Source: an optimization exercise on an open RTL-to-GDS flow (aim: small area, a short achievable clock period and few clock cycles per item). Production flows keep margins and buffers that such runs may drop. RTL that was checked went through simulation tests only; none was proved equivalent to the original. Power figures rest on the tool's default switching activity, not on a simulated workload.

==> module ethernet_ipv4_header_classifier, before the edit <==
module ethernet_ipv4_header_classifier (
  input  logic         clk,
  input  logic         rst_n,
  input  logic         in_tvalid,
  output logic         in_tready,
  input  logic [7:0]   in_tdata,
  input  logic         in_tlast,
  output logic         out_tvalid,
  input  logic         out_tready,
  output logic [127:0] out_tdata
);
  logic [16:0] lc_r;         
  logic [5:0]  sp_r;         
  logic [1:0]  et_r;         
  logic        a4_r;         
  logic [1:0]  pr_r;         
  logic [3:0]  thm_r;        
  logic        tok_r;        
  logic [6:0]  q_r;          
  logic        ak_r;         
  logic        pk_r;         
  logic        p13_r;        
  logic [31:0] src_r, dst_r;
  logic [7:0]  ttl_r;
  logic [15:0] sport_r, dport_r;
  logic        acc_o, dec_o, aok_o, pok_o;
  logic [2:0]  cls_o;
  logic        ov_r, skv_r, itr_r;
  logic [2:0]  sk_cls;       
  logic [7:0] d;
  logic fire, mid, last13, res_now, ev, out_free, to_out, sk_move;
  assign d        = in_tdata;
  assign fire     = in_tvalid && itr_r;
  assign mid      = fire && !in_tlast;
  assign last13   = fire && in_tlast && p13;
  assign res_now  = fire && in_tlast && !p13;
  assign ev       = res_now || p13_r;
  assign out_free = !ov_r || out_tready;
  assign to_out   = ev && out_free;
  assign sk_move  = skv_r && out_tready;
  logic p12, p13, p14, p22, p23, pge14;
  logic [3:0] psrc, pdst;
  assign p12   = sp_r == 6'd12;
  assign p13   = sp_r == 6'd13;
  assign p14   = sp_r == 6'd14;
  assign p22   = sp_r == 6'd22;
  assign p23   = sp_r == 6'd23;
  assign psrc  = {sp_r == 6'd26, sp_r == 6'd27, sp_r == 6'd28, sp_r == 6'd29};
  assign pdst  = {sp_r == 6'd30, sp_r == 6'd31, sp_r == 6'd32, sp_r == 6'd33};
  assign pge14 = sp_r >= 6'd14;
  logic t1, t2, t3, t4, t13;
  assign t1  = q_r == 7'h7e;
  assign t2  = q_r == 7'h7f;
  assign t3  = q_r == 7'd0;
  assign t4  = q_r == 7'd1;
  assign t13 = q_r == 7'd10;
  logic ge, e4, ea, e6, r_aok, r_acc, r_dec;
  logic [2:0] r_cls;
  assign e4    = et_r == 2'b01;
  assign ea    = et_r == 2'b10;
  assign e6    = et_r == 2'b11;
  assign ge    = pge14 || p13_r;
  assign r_aok = ak_r;
  assign r_cls[2] = ge && !e4 || r_aok && pr_r == 2'b00;
  assign r_cls[1] = ge && !e4 && !ea || r_aok && pr_r[1];
  assign r_cls[0] = ge && !e4 && !e6 || r_aok && pr_r[0];
  assign r_acc = ge && !e4 || r_aok;
  assign r_dec = ge && ea || r_aok;
  logic ak_nxt, pk_nxt;
  assign ak_nxt = ak_r || a4_r && q_r == 7'h7c;
  assign pk_nxt = pk_r || a4_r && !q_r[6] &&
                  (pr_r == 2'b01 && tok_r && q_r[5:2] == thm_r && q_r[1:0] == 2'b00 ||
                   pr_r == 2'b10 && q_r[5:0] == 6'd4);
  always_ff @(posedge clk) begin
    if (!rst_n) begin
      a4_r <= 1'b0;
      q_r  <= 7'h40;
      ak_r <= 1'b0;
      pk_r <= 1'b0;
    end else if (fire) begin
      ak_r <= !in_tlast && ak_nxt;
      pk_r <= !in_tlast && pk_nxt;
      if (in_tlast) begin
        a4_r <= 1'b0;
        q_r  <= 7'h40;
      end else if (p14 && d[3:0] >= 4'd5) begin
        a4_r <= e4 && d[7:4] == 4'd4;
        q_r  <= {1'b1, ~d[3:0], 2'b11};
      end else if (q_r != 7'd63) begin
        q_r <= q_r + 7'd1;
      end
    end
  end
  always_ff @(posedge clk) begin
    if (!rst_n) begin
      lc_r <= 17'd1;
      sp_r <= 6'd0;
    end else begin
      if (!ov_r) begin
        if (mid && !lc_r[16]) lc_r <= lc_r + 17'd1;
      end else if (out_tready) begin
        lc_r <= {11'd0, sp_r + {5'd0, mid} + 6'd1};
      end
      if (sk_move || to_out) begin
        sp_r <= 6'd0;
      end else if (mid && sp_r != 6'd63) begin
        sp_r <= sp_r + 6'd1;
      end
    end
  end
  always_ff @(posedge clk) begin
    if (fire) begin
      if (p12) et_r <= {d == 8'h86, d == 8'h08};
      if (p13) et_r <= (e4 && d == 8'h00) ? 2'b01 :
                       (e4 && d == 8'h06) ? 2'b10 :
                       (ea && d == 8'hDD) ? 2'b11 : 2'b00;
      if (p23) pr_r <= (d == 8'd6)  ? 2'b01 :
                       (d == 8'd17) ? 2'b10 :
                       (d == 8'd1)  ? 2'b11 : 2'b00;
      if (t13) begin
        thm_r <= d[7:4] - 4'd1;
        tok_r <= d[7:4] >= 4'd5;
      end
    end
  end
  logic       clr_a, clr_p;
  logic [7:0] da, dp;
  assign clr_a = sk_move || (to_out && !r_aok);
  assign clr_p = sk_move || (to_out && !pk_r);
  assign da    = clr_a ? 8'd0 : d;
  assign dp    = clr_p ? 8'd0 : d;
  always_ff @(posedge clk) begin
    if (clr_a || fire && p22) ttl_r <= da;
    for (int i = 0; i < 4; i++) begin
      if (clr_a || fire && psrc[i]) src_r[8*i +: 8] <= da;
      if (clr_a || fire && pdst[i]) dst_r[8*i +: 8] <= da;
    end
    if (clr_p || fire && t1) sport_r[15:8] <= dp;
    if (clr_p || fire && t2) sport_r[7:0]  <= dp;
    if (clr_p || fire && t3) dport_r[15:8] <= dp;
    if (clr_p || fire && t4) dport_r[7:0]  <= dp;
  end
  always_ff @(posedge clk) begin
    if (sk_move) begin
      cls_o <= sk_cls;
      acc_o <= sk_cls[2];
      dec_o <= sk_cls[2] && !sk_cls[1];
      aok_o <= 1'b0;
      pok_o <= 1'b0;
    end else if (to_out) begin
      cls_o <= r_cls;
      acc_o <= r_acc;
      dec_o <= r_dec;
      aok_o <= r_aok;
      pok_o <= pk_r;
    end
    if (ev && !out_free) sk_cls <= r_cls;
  end
  logic ov_nxt, skv_nxt, blk_nxt;
  assign ov_nxt  = ov_r && !out_tready || skv_r || ev;
  assign skv_nxt = skv_r ? !out_tready : ev && ov_r && !out_tready;
  assign blk_nxt = ov_r && !out_tready && (mid ? sp_r >= 6'd21 : sp_r >= 6'd22);
  always_ff @(posedge clk) begin
    if (!rst_n) begin
      ov_r  <= 1'b0;
      skv_r <= 1'b0;
      itr_r <= 1'b1;
      p13_r <= 1'b0;
    end else begin
      ov_r  <= ov_nxt;
      skv_r <= skv_nxt;
      itr_r <= !skv_nxt && !blk_nxt && !last13;
      p13_r <= last13;
    end
  end
  assign in_tready  = itr_r;
  assign out_tvalid = ov_r;
  assign out_tdata  = {lc_r, dport_r, sport_r, pok_o, ttl_r, dst_r, src_r,
                       aok_o, dec_o, cls_o, acc_o};
endmodule
==> flow/config.mk <==
export PLATFORM = sky130hd
export DESIGN_NAME = ethernet_ipv4_header_classifier
export DESIGN_NICKNAME = ethernet_ipv4_header_classifier
export VERILOG_FILES = /design/flow/design.v
export SDC_FILE = /design/flow/constraint.sdc
export NUM_CORES = 4
export LEC_CHECK = 0
export ABC_AREA = 1
export CAP_MARGIN = 20
export CORE_MARGIN = 2
export CORE_UTILIZATION = 55
export SETUP_SLACK_MARGIN = 3.4
export SLEW_MARGIN = 20
==> flow/constraint.sdc <==
create_clock -name core_clock -period 5.5 [get_ports {clk}]
set_input_delay 1.1000 -clock core_clock [delete_from_list [all_inputs] [get_ports {clk}]]
set_output_delay 1.1000 -clock core_clock [all_outputs]
set_load 0.01 [all_outputs]
standard.sh (not shown) runs the stock make flow with config.mk's settings and CLKGATE_MAP_FILE= SYNTH_SCRIPT=/design/flow/synth_recipe.tcl, a recipe that flattens the netlist after the stock synthesis.
==> flow/flow/run.sh <==
#!/bin/bash
# Standard synthesis, then the standard layout with plain buffers on the ports and
# without the delay cells as buffers.
set -uo pipefail
bash standard.sh synth > synth.log 2>&1 || exit 1
export BUFFER_PORTS_ARGS="-buffer_cell sky130_fd_sc_hd__buf_1"
export DONT_USE_CELLS="sky130_fd_sc_hd__clkdlybuf4s15_1 sky130_fd_sc_hd__clkdlybuf4s15_2 sky130_fd_sc_hd__clkdlybuf4s18_1 sky130_fd_sc_hd__clkdlybuf4s18_2 sky130_fd_sc_hd__clkdlybuf4s25_1 sky130_fd_sc_hd__clkdlybuf4s25_2 sky130_fd_sc_hd__clkdlybuf4s50_1 sky130_fd_sc_hd__clkdlybuf4s50_2 sky130_fd_sc_hd__dlygate4sd1_1 sky130_fd_sc_hd__dlygate4sd2_1 sky130_fd_sc_hd__dlygate4sd3_1 sky130_fd_sc_hd__dlymetal6s2s_1 sky130_fd_sc_hd__dlymetal6s4s_1 sky130_fd_sc_hd__dlymetal6s6s_1"
bash standard.sh > layout.log 2>&1
Change:
--- a/flow/design.v
+++ b/flow/design.v
@@ -17,51 +17,52 @@
   logic [3:0]  thm_r;        
   logic        tok_r;        
   logic [6:0]  q_r;          
   logic        ak_r;         
   logic        pk_r;         
-  logic        p13_r;        
   logic [31:0] src_r, dst_r;
   logic [7:0]  ttl_r;
   logic [15:0] sport_r, dport_r;
   logic        acc_o, dec_o, aok_o, pok_o;
   logic [2:0]  cls_o;
   logic        ov_r, skv_r, itr_r;
   logic [2:0]  sk_cls;       
   logic [7:0] d;
-  logic fire, mid, last13, res_now, ev, out_free, to_out, sk_move;
+  logic fire, mid, ev, out_free, to_out, sk_move;
   assign d        = in_tdata;
   assign fire     = in_tvalid && itr_r;
   assign mid      = fire && !in_tlast;
-  assign last13   = fire && in_tlast && p13;
-  assign res_now  = fire && in_tlast && !p13;
-  assign ev       = res_now || p13_r;
+  assign ev       = fire && in_tlast;
   assign out_free = !ov_r || out_tready;
   assign to_out   = ev && out_free;
   assign sk_move  = skv_r && out_tready;
-  logic p12, p13, p14, p22, p23, pge14;
+  logic p12, p13, p14, p22, p23, pge13;
   logic [3:0] psrc, pdst;
   assign p12   = sp_r == 6'd12;
   assign p13   = sp_r == 6'd13;
   assign p14   = sp_r == 6'd14;
   assign p22   = sp_r == 6'd22;
   assign p23   = sp_r == 6'd23;
   assign psrc  = {sp_r == 6'd26, sp_r == 6'd27, sp_r == 6'd28, sp_r == 6'd29};
   assign pdst  = {sp_r == 6'd30, sp_r == 6'd31, sp_r == 6'd32, sp_r == 6'd33};
-  assign pge14 = sp_r >= 6'd14;
+  assign pge13 = sp_r >= 6'd13;
   logic t1, t2, t3, t4, t13;
   assign t1  = q_r == 7'h7e;
   assign t2  = q_r == 7'h7f;
   assign t3  = q_r == 7'd0;
   assign t4  = q_r == 7'd1;
   assign t13 = q_r == 7'd10;
-  logic ge, e4, ea, e6, r_aok, r_acc, r_dec;
+  logic e4_13, ea_13, e6_13, e4, ea, e6;
+  assign e4_13 = et_r == 2'b01 && d == 8'h00;
+  assign ea_13 = et_r == 2'b01 && d == 8'h06;
+  assign e6_13 = et_r == 2'b10 && d == 8'hDD;
+  assign e4 = p13 ? e4_13 : et_r == 2'b01;
+  assign ea = p13 ? ea_13 : et_r == 2'b10;
+  assign e6 = p13 ? e6_13 : et_r == 2'b11;
+  logic ge, r_aok, r_acc, r_dec;
   logic [2:0] r_cls;
-  assign e4    = et_r == 2'b01;
-  assign ea    = et_r == 2'b10;
-  assign e6    = et_r == 2'b11;
-  assign ge    = pge14 || p13_r;
+  assign ge    = pge13;
   assign r_aok = ak_r;
   assign r_cls[2] = ge && !e4 || r_aok && pr_r == 2'b00;
   assign r_cls[1] = ge && !e4 && !ea || r_aok && pr_r[1];
   assign r_cls[0] = ge && !e4 && !e6 || r_aok && pr_r[0];
   assign r_acc = ge && !e4 || r_aok;
@@ -109,13 +110,11 @@
     end
   end
   always_ff @(posedge clk) begin
     if (fire) begin
       if (p12) et_r <= {d == 8'h86, d == 8'h08};
-      if (p13) et_r <= (e4 && d == 8'h00) ? 2'b01 :
-                       (e4 && d == 8'h06) ? 2'b10 :
-                       (ea && d == 8'hDD) ? 2'b11 : 2'b00;
+      if (p13) et_r <= e4_13 ? 2'b01 : ea_13 ? 2'b10 : e6_13 ? 2'b11 : 2'b00;
       if (p23) pr_r <= (d == 8'd6)  ? 2'b01 :
                        (d == 8'd17) ? 2'b10 :
                        (d == 8'd1)  ? 2'b11 : 2'b00;
       if (t13) begin
         thm_r <= d[7:4] - 4'd1;
@@ -163,16 +162,14 @@
   always_ff @(posedge clk) begin
     if (!rst_n) begin
       ov_r  <= 1'b0;
       skv_r <= 1'b0;
       itr_r <= 1'b1;
-      p13_r <= 1'b0;
     end else begin
       ov_r  <= ov_nxt;
       skv_r <= skv_nxt;
-      itr_r <= !skv_nxt && !blk_nxt && !last13;
-      p13_r <= last13;
+      itr_r <= !skv_nxt && !blk_nxt;
     end
   end
   assign in_tready  = itr_r;
   assign out_tvalid = ov_r;
   assign out_tdata  = {lc_r, dport_r, sport_r, pok_o, ttl_r, dst_r, src_r,
What happened: The changed run completed with no timing, DRC or antenna violations. Combinational power fell by 11%. Flip-flop and latch count fell by 1. Register-to-register slack gains 0.19 ns. Wire length fell by about 2.8%. Final cell count fell by 5.2%.
Testbench counts after the change, summed over its fixed seeds: cycles 308,813, bytes 308,670.
For the first run of this note, only the layout was checked, not whether the RTL still works.

-- re-timing with driven ports --
In the flow no input, the clock included, has a driving cell. The finished layouts below were timed again as built, in two steps.
Step 1, drivers: a clkbuf_16 drives clk and a buf_2 each remaining input, both assumed.
Step 2 times the ports against the registers' clock, not the clock port: input delays grow and output delays shrink by t, the midpoint of the rising clock arrivals with the driver on.
Slacks: ideal / step 1 / step 2; pairs: ideal / step 1.
| run | shift t [ns] | setup slack, ns | worst setup path after step 2 | slew at the worst register clock pin (ns) | cell pins on the clock port's net |
|---|---|---|---|---|---|
| the first run | 0.471 | 3.373 / 3.329 / 3.001 | input to register | 0.06 / 0.06 | 1 |
| the second run | 0.457 | 3.386 / 3.369 / 2.939 | input to register | 0.07 / 0.07 | 1 |
After both steps every run listed still meets setup and hold. The setup slack of the second run, which loses most, moves by -0.017 ns with the drivers and by -0.447 ns with both steps.
